Background: an optimization exercise with open tools, aiming at small area, a short achievable clock period and few clock cycles per item. Do not read the settings as production practice.
Function was checked by simulation only, so behaviour that the tests miss may differ from the original.
Power is estimated from default activity; no workload was simulated.

==> run a: inputs <==
## hash_ring_node_table
module hash_ring_node_table (
  input  logic         clk,
  input  logic         rst_n,
  input  logic         in_valid,
  output logic         in_ready,
  input  logic [1:0]   in_opcode,
  input  logic [7:0]   in_key_byte,
  input  logic         in_last_byte,
  input  logic [31:0]  in_node_address,
  input  logic [15:0]  in_node_port,
  output logic         out_valid,
  input  logic         out_ready,
  output logic [1:0]   out_status,
  output logic [31:0]  out_found_address,
  output logic [15:0]  out_found_port,
  output logic [31:0]  out_key_hash
);
==> flow/config.mk <==
export PLATFORM = sky130hd
export DESIGN_NAME = hash_ring_node_table
export DESIGN_NICKNAME = hash_ring_node_table
export VERILOG_FILES = /design/flow/design.v
export SDC_FILE = /design/flow/constraint.sdc
export NUM_CORES = 4
export LEC_CHECK = 0
export ABC_CLOCK_PERIOD_IN_PS = 2300
export CAP_MARGIN = 20
export CORE_MARGIN = 2
export CORE_UTILIZATION = 40
export CTS_CLUSTER_DIAMETER = 100
export CTS_CLUSTER_SIZE = 25
export PLACE_DENSITY = 0.6
export SETUP_SLACK_MARGIN = 2.5
export SLEW_MARGIN = 20
export TNS_END_PERCENT = 30
==> flow/constraint.sdc <==
create_clock -name core_clock -period 5.0 [get_ports {clk}]
set_input_delay 1.0000 -clock core_clock [delete_from_list [all_inputs] [get_ports {clk}]]
set_output_delay 1.0000 -clock core_clock [all_outputs]
set_load 0.01 [all_outputs]
run.sh (not shown) runs the stock make flow with config.mk's settings and CLKGATE_MAP_FILE= SYNTH_SCRIPT=/design/flow/synth_recipe.tcl, a recipe that flattens the netlist after the stock synthesis.
==> run b (differences from run a) <==
--- a/flow/design.v
+++ b/flow/design.v
@@ -98,17 +98,17 @@
       if (take) begin
         sh_r <= in_last_byte ? hrnt_pkg::crc_byte(hrnt_pkg::CRC_INIT, 8'd0)
                              : hrnt_pkg::crc_byte(sh_r, 8'd0) ^
                                hrnt_pkg::crc_byte(hrnt_pkg::crc_byte(32'd0, in_key_byte), 8'd0);
       end
     end
   end
   always_ff @(posedge clk) begin
-    if (to_buf) begin
+    if (!bf_r || c_free_now) begin
       bh_r  <= ~crc_step;
       bop_r <= in_opcode;
       ba_r  <= in_node_address;
       bp_r  <= in_node_port;
     end
   end
 endmodule
 module hrnt_back #(
@@ -140,20 +140,21 @@
   logic        f_ge   [N];    
   logic        f_eq   [N];
   logic [1:0]  k_op;
   logic [31:0] k_hash;
   logic [31:0] k_addr;
   logic [15:0] k_port;
   logic [R:0]    ph_r;         
   logic          act;
+  logic [R:0]    ph_nxt;
+  logic          full, do_clr, do_inc, do_dec, need_inj, inj_wait, inj;
   logic          fov_r;        
   logic [1:0]    y_op_r;       
   logic          ipend_r;      
-  logic [3:0]    ins_rank_r;
   logic [4:0]    count_r;
   logic          fnd_r;
   logic          hacc_r, facc_r;   
   logic          hfin_r, ffin_r;   
   logic [3:0]    brank_r;
   logic        ov_r;
   logic [1:0]  os_r;
   logic [31:0] oa_r, kh_r;
@@ -184,98 +185,84 @@
   logic cap, restart, capt, first;
   logic [1:0] op_c;
   assign op_c = fov_r ? y_op_r : k_op;
   assign act     = |ph_r;
   assign cap     = |ph_r[R:1];
   assign restart = (|ph_r[R-1:1]) && ov_r && !out_ready;
   assign capt    = (cap && !restart) || fov_r;
   assign first   = ph_r[1];
-  logic        cd_ge [NTAP];
   logic [3:0]  cd_rk [NTAP];
   logic [3:0]  tp_rk [NTAP];
-  logic        win   [NTAP];
-  logic [NTAP*NTAP-1:0] pw_r, pw_nxt;   
-  logic [NTAP-1:0]      lb_r, lb_nxt;   
-  logic        any_win, bfound, fnd_f;
+  logic [NTAP-1:0] win_r, win_nxt;
+  logic        tp_ge [NTAP];
+  logic        lb    [NTAP];
+  logic        any_win, bfound, fnd_f, bf_after;
   logic [31:0] win_addr;
   logic [15:0] win_port;
   logic [3:0]  win_rank, brank_f;
   always_comb begin
     bfound = fnd_r && !first;
     for (int j = 0; j < NTAP; j++) begin
-      cd_ge[j] = f_ge[(j*R + 1) % N] && r_vld[(j*R + 1) % N];
       cd_rk[j] = r_rank[(j*R + 1) % N];
       tp_rk[j] = r_rank[j*R];
     end
-    for (int j = 0; j < NTAP; j++) begin
-      win[j] = cd_ge[j] && (!bfound || lb_r[j]);
-    end
-    for (int j = 0; j < NTAP; j++) begin
-      for (int i = j + 1; i < NTAP; i++) begin
-        if (pw_r[j*NTAP+i]) begin
-          win[i] = win[i] && !cd_ge[j];
-        end else begin
-          win[j] = win[j] && !cd_ge[i];
-        end
-      end
-    end
-    any_win  = 1'b0;
+    any_win  = |win_r;
     win_addr = '0;
     win_port = '0;
     win_rank = '0;
     for (int j = 0; j < NTAP; j++) begin
-      any_win  = any_win || win[j];
-      win_addr = win_addr | ({32{win[j]}} & r_addr[(j*R + 1) % N]);
-      win_port = win_port | ({16{win[j]}} & r_port[(j*R + 1) % N]);
-      win_rank = win_rank | ({4{win[j]}} & cd_rk[j]);
+      win_addr = win_addr | ({32{win_r[j]}} & r_addr[(j*R + 1) % N]);
+      win_port = win_port | ({16{win_r[j]}} & r_port[(j*R + 1) % N]);
+      win_rank = win_rank | ({4{win_r[j]}} & cd_rk[j]);
     end
     fnd_f   = bfound || any_win;
     brank_f = any_win ? win_rank : brank_r;
+    bf_after = !ph_nxt[1] && fnd_f;
     for (int j = 0; j < NTAP; j++) begin
-      for (int i = 0; i < NTAP; i++) begin
-        pw_nxt[j*NTAP+i] = hrnt_pkg::lt4(tp_rk[j], tp_rk[i]);
-      end
-      lb_nxt[j] = 1'b0;
-      if ((cap || fov_r) && any_win) begin
-        for (int k = 0; k < NTAP; k++) begin
-          lb_nxt[j] = lb_nxt[j] || (win[k] && hrnt_pkg::lt4(tp_rk[j], cd_rk[k]));
+      tp_ge[j] = t_ge[j] && r_vld[j*R] && !(do_clr && f_eq[j*R]);
+      lb[j]    = hrnt_pkg::lt4(tp_rk[j], brank_f);
+      win_nxt[j] = tp_ge[j] && (!bf_after || lb[j]);
+    end
+    for (int j = 0; j < NTAP; j++) begin
+      for (int i = j + 1; i < NTAP; i++) begin
+        if (hrnt_pkg::lt4(tp_rk[j], tp_rk[i])) begin
+          win_nxt[i] = win_nxt[i] && !tp_ge[j];
+        end else begin
+          win_nxt[j] = win_nxt[j] && !tp_ge[i];
         end
-      end else begin
-        lb_nxt[j] = hrnt_pkg::lt4(tp_rk[j], brank_r);
       end
     end
   end
   always_ff @(posedge clk) begin
-    pw_r <= pw_nxt;
-    lb_r <= lb_nxt;
+    win_r <= win_nxt;
   end
   always_ff @(posedge clk) begin
     if (capt) begin
       fnd_r   <= fnd_f;
       brank_r <= brank_f;
     end
   end
   logic       fin_reg, fin;
   logic [1:0] op_f;
-  logic       full, do_clr, do_inc, do_dec, need_inj, inj_fin, inj_wait, inj;
-  logic [3:0] ins_f;
+  logic [3:0] ins_rank;
   logic [1:0] status;
   assign fin_reg  = ph_r[R];
   assign fin      = fin_reg || fov_r;
   assign op_f     = fov_r ? y_op_r : k_op;
   assign full     = count_r[4];
   assign do_clr   = fin && hfin_r && (op_f == hrnt_pkg::OP_ADD || op_f == hrnt_pkg::OP_DEL);
   assign do_inc   = fin && (op_f == hrnt_pkg::OP_ADD) && !hfin_r && !full;
   assign do_dec   = fin && (op_f == hrnt_pkg::OP_DEL) && hfin_r;
   assign need_inj = (op_f == hrnt_pkg::OP_ADD) && (hfin_r || !full);
-  assign ins_f    = ffin_r ? brank_f : count_r[3:0];
-  assign inj_fin  = fin_reg && need_inj && !r_vld[N-1];
+  logic [4:0] count_dec;
+  assign count_dec = hrnt_pkg::dec5(count_r);
+  assign ins_rank  = fnd_r ? brank_r : count_dec[3:0];
   assign inj_wait = ipend_r && !r_vld[N-1];
-  assign inj      = inj_fin || inj_wait;
+  assign inj      = inj_wait;
   always_comb begin
     case (op_f)
       hrnt_pkg::OP_FIND: status = ffin_r ? hrnt_pkg::ST_OK : hrnt_pkg::ST_NOT_FOUND;
       hrnt_pkg::OP_ADD:  status = (hfin_r || !full) ? hrnt_pkg::ST_OK : hrnt_pkg::ST_FULL;
       hrnt_pkg::OP_DEL:  status = hfin_r ? hrnt_pkg::ST_OK : hrnt_pkg::ST_NOT_FOUND;
       default:           status = hrnt_pkg::ST_NOT_FOUND;
     endcase
   end
@@ -292,38 +279,37 @@
     hfin_r <= hacc_r || t_hit;
     ffin_r <= facc_r || t_fnd;
     hacc_r <= !load && (hacc_r || t_hit);
     facc_r <= !load && (facc_r || t_fnd);
   end
   logic ovl_ok, fin_free, idle, load;
   assign idle     = !act && !ipend_r;
   assign ovl_ok   = ph_r[R-1] && !restart && (k_op != hrnt_pkg::OP_ADD);
-  assign fin_free = fin_reg && (!need_inj || inj_fin);
+  assign fin_free = fin_reg && !need_inj;
   logic free_r;
   assign c_free_now = free_r;
   assign load       = c_load && free_r;
   logic          ipend_nxt, ov_nxt;
-  logic [R:0]    ph_nxt;
   always_comb begin
     ipend_nxt = ipend_r;
-    if (fin_reg) ipend_nxt = need_inj && !inj_fin;
+    if (fin_reg) ipend_nxt = need_inj;
     if (inj_wait) ipend_nxt = 1'b0;
     ph_nxt = {ph_r[R-1:0], 1'b0};
     if (restart) ph_nxt = (R+1)'(2);
     if (load)    ph_nxt = (R+1)'(1);
     ov_nxt = fin || (ov_r && !out_ready);
   end
   assign c_free_next =
       (!act && !ipend_r && !load) ||
-      (fin_reg && !load && (k_op != hrnt_pkg::OP_ADD || !need_inj || inj_fin)) ||
+      (fin_reg && !load && !need_inj) ||
       (inj_wait && !load) ||
       (ph_r[R-2] && !ov_r && k_op != hrnt_pkg::OP_ADD) ||
       (ph_r[R-1] && !ov_r && !load && k_op != hrnt_pkg::OP_ADD) ||
-      (((ipend_r && r_vld[N-1]) || (fin_reg && need_inj && r_vld[N-1])) && !r_vld[N-2]);
+      (((ipend_r && r_vld[N-1]) || (fin_reg && need_inj)) && !r_vld[N-2]);
   always_ff @(posedge clk) begin
     if (!rst_n) begin
       ph_r    <= '0;
       ipend_r <= 1'b0;
       free_r  <= 1'b1;
       fov_r   <= 1'b0;
       ov_r    <= 1'b0;
       count_r <= '0;
@@ -337,17 +323,16 @@
         count_r <= hrnt_pkg::inc5(count_r);
       end else if (do_dec) begin
         count_r <= hrnt_pkg::dec5(count_r);
       end
     end
   end
   always_ff @(posedge clk) begin
     if (load && ovl_ok) y_op_r <= k_op;
-    if (fin_reg) ins_rank_r <= ins_f;
     if (load) begin
       k_op   <= c_op;
       k_hash <= c_hash;
       k_addr <= c_addr;
       k_port <= c_port;
     end
   end
   always_ff @(posedge clk) begin
@@ -372,17 +357,17 @@
       if (!rst_n) begin
         r_vld[i] <= 1'b0;
       end else if (i == 0 && inj) begin
         r_vld[i] <= 1'b1;
       end else begin
         r_vld[i] <= r_vld[S] && !(do_clr && eq);
       end
       if (i == 0 && inj) begin
-        r_rank[i] <= inj_fin ? ins_f : ins_rank_r;
+        r_rank[i] <= ins_rank;
       end else if (do_inc && gt) begin
         r_rank[i] <= hrnt_pkg::inc4(r_rank[S]);
       end else if (do_dec && gt) begin
         r_rank[i] <= hrnt_pkg::dec4(r_rank[S]);
       end else begin
         r_rank[i] <= r_rank[S];
       end
     end
==> flow/flow/run.sh (new file) <==
#!/bin/bash
# The standard layout (the standard.sh: standard synthesis and ORFS on all steps), with
# one change: the buffers ORFS puts on the input and output ports are buf_4 cells instead of
# the default smallest buffer (a slow delay cell), so the port paths are not held back.
set -euo pipefail
export BUFFER_PORTS_ARGS="-buffer_cell sky130_fd_sc_hd__buf_4"
bash standard.sh > standard_flow.log 2>&1
==> flow/standard.sh (new file) <==
#!/bin/bash
# synth_recipe.tcl (not shown) runs the flow's synth.tcl, then flattens the netlist and writes it again
# the make line also repeats each setting of config.mk as NAME=value (left out here)
make -C /OpenROAD-flow-scripts/flow DESIGN_CONFIG=/design/flow/config.mk WORK_HOME=/design/flow/orfs CLKGATE_MAP_FILE= SYNTH_SCRIPT=/design/flow/synth_recipe.tcl "${@:-finish}"
- ABC_CLOCK_PERIOD_IN_PS: 2300 -> unset
- CORE_UTILIZATION: 40 -> 55
- PLACE_DENSITY: 0.6 -> 0.7
removed: flow/run.sh
==> comparison <==
- Between run a and run b, the lower clock power is in run b (gap about 2%, measured against run b).
- Of run b and run a, run a has the higher synthesized cell count (gap about 5%, measured against run a).
- Sequential power is about the same in run a and run b.
- In run b the setup slack is higher than in run a, by 49 ps.
Testbench counts of run a, summed over its fixed seeds: cycles 28,572, items 2,400.
Testbench counts of run b, summed over its fixed seeds: cycles 28,659, items 2,400.

==> separate check: timing with driven ports <==
The results above use ideal ports. As a check the final layouts listed here were re-extracted and re-timed, cells and wires unchanged.
Step 1 assumes that a clkbuf_16 drives the clock port and a buf_2 every other input.
Step 2 moves the port delays by t, midway between the first and last clock arrival at a register: inputs arrive t later, outputs are due t later. That takes back most of the time a late clock gives input paths.
a / b / c = ideal ports / drivers / drivers and shift; a / b = the first two.
| run | shift t [ns] | setup slack, ns | hold WS [ns] | worst setup path at the end |
|---|---|---|---|---|
| run a | 0.741 | 2.372 / 2.392 / 1.669 | 0.309 / 0.309 / 0.309 | input to register |
| run b | 0.716 | 2.421 / 2.421 / 1.765 | 0.311 / 0.311 / 0.311 | input to register |
After both steps every run listed still meets setup and hold. The setup slack of run a, which loses most, moves by +0.020 ns with the drivers and by -0.703 ns with both steps.
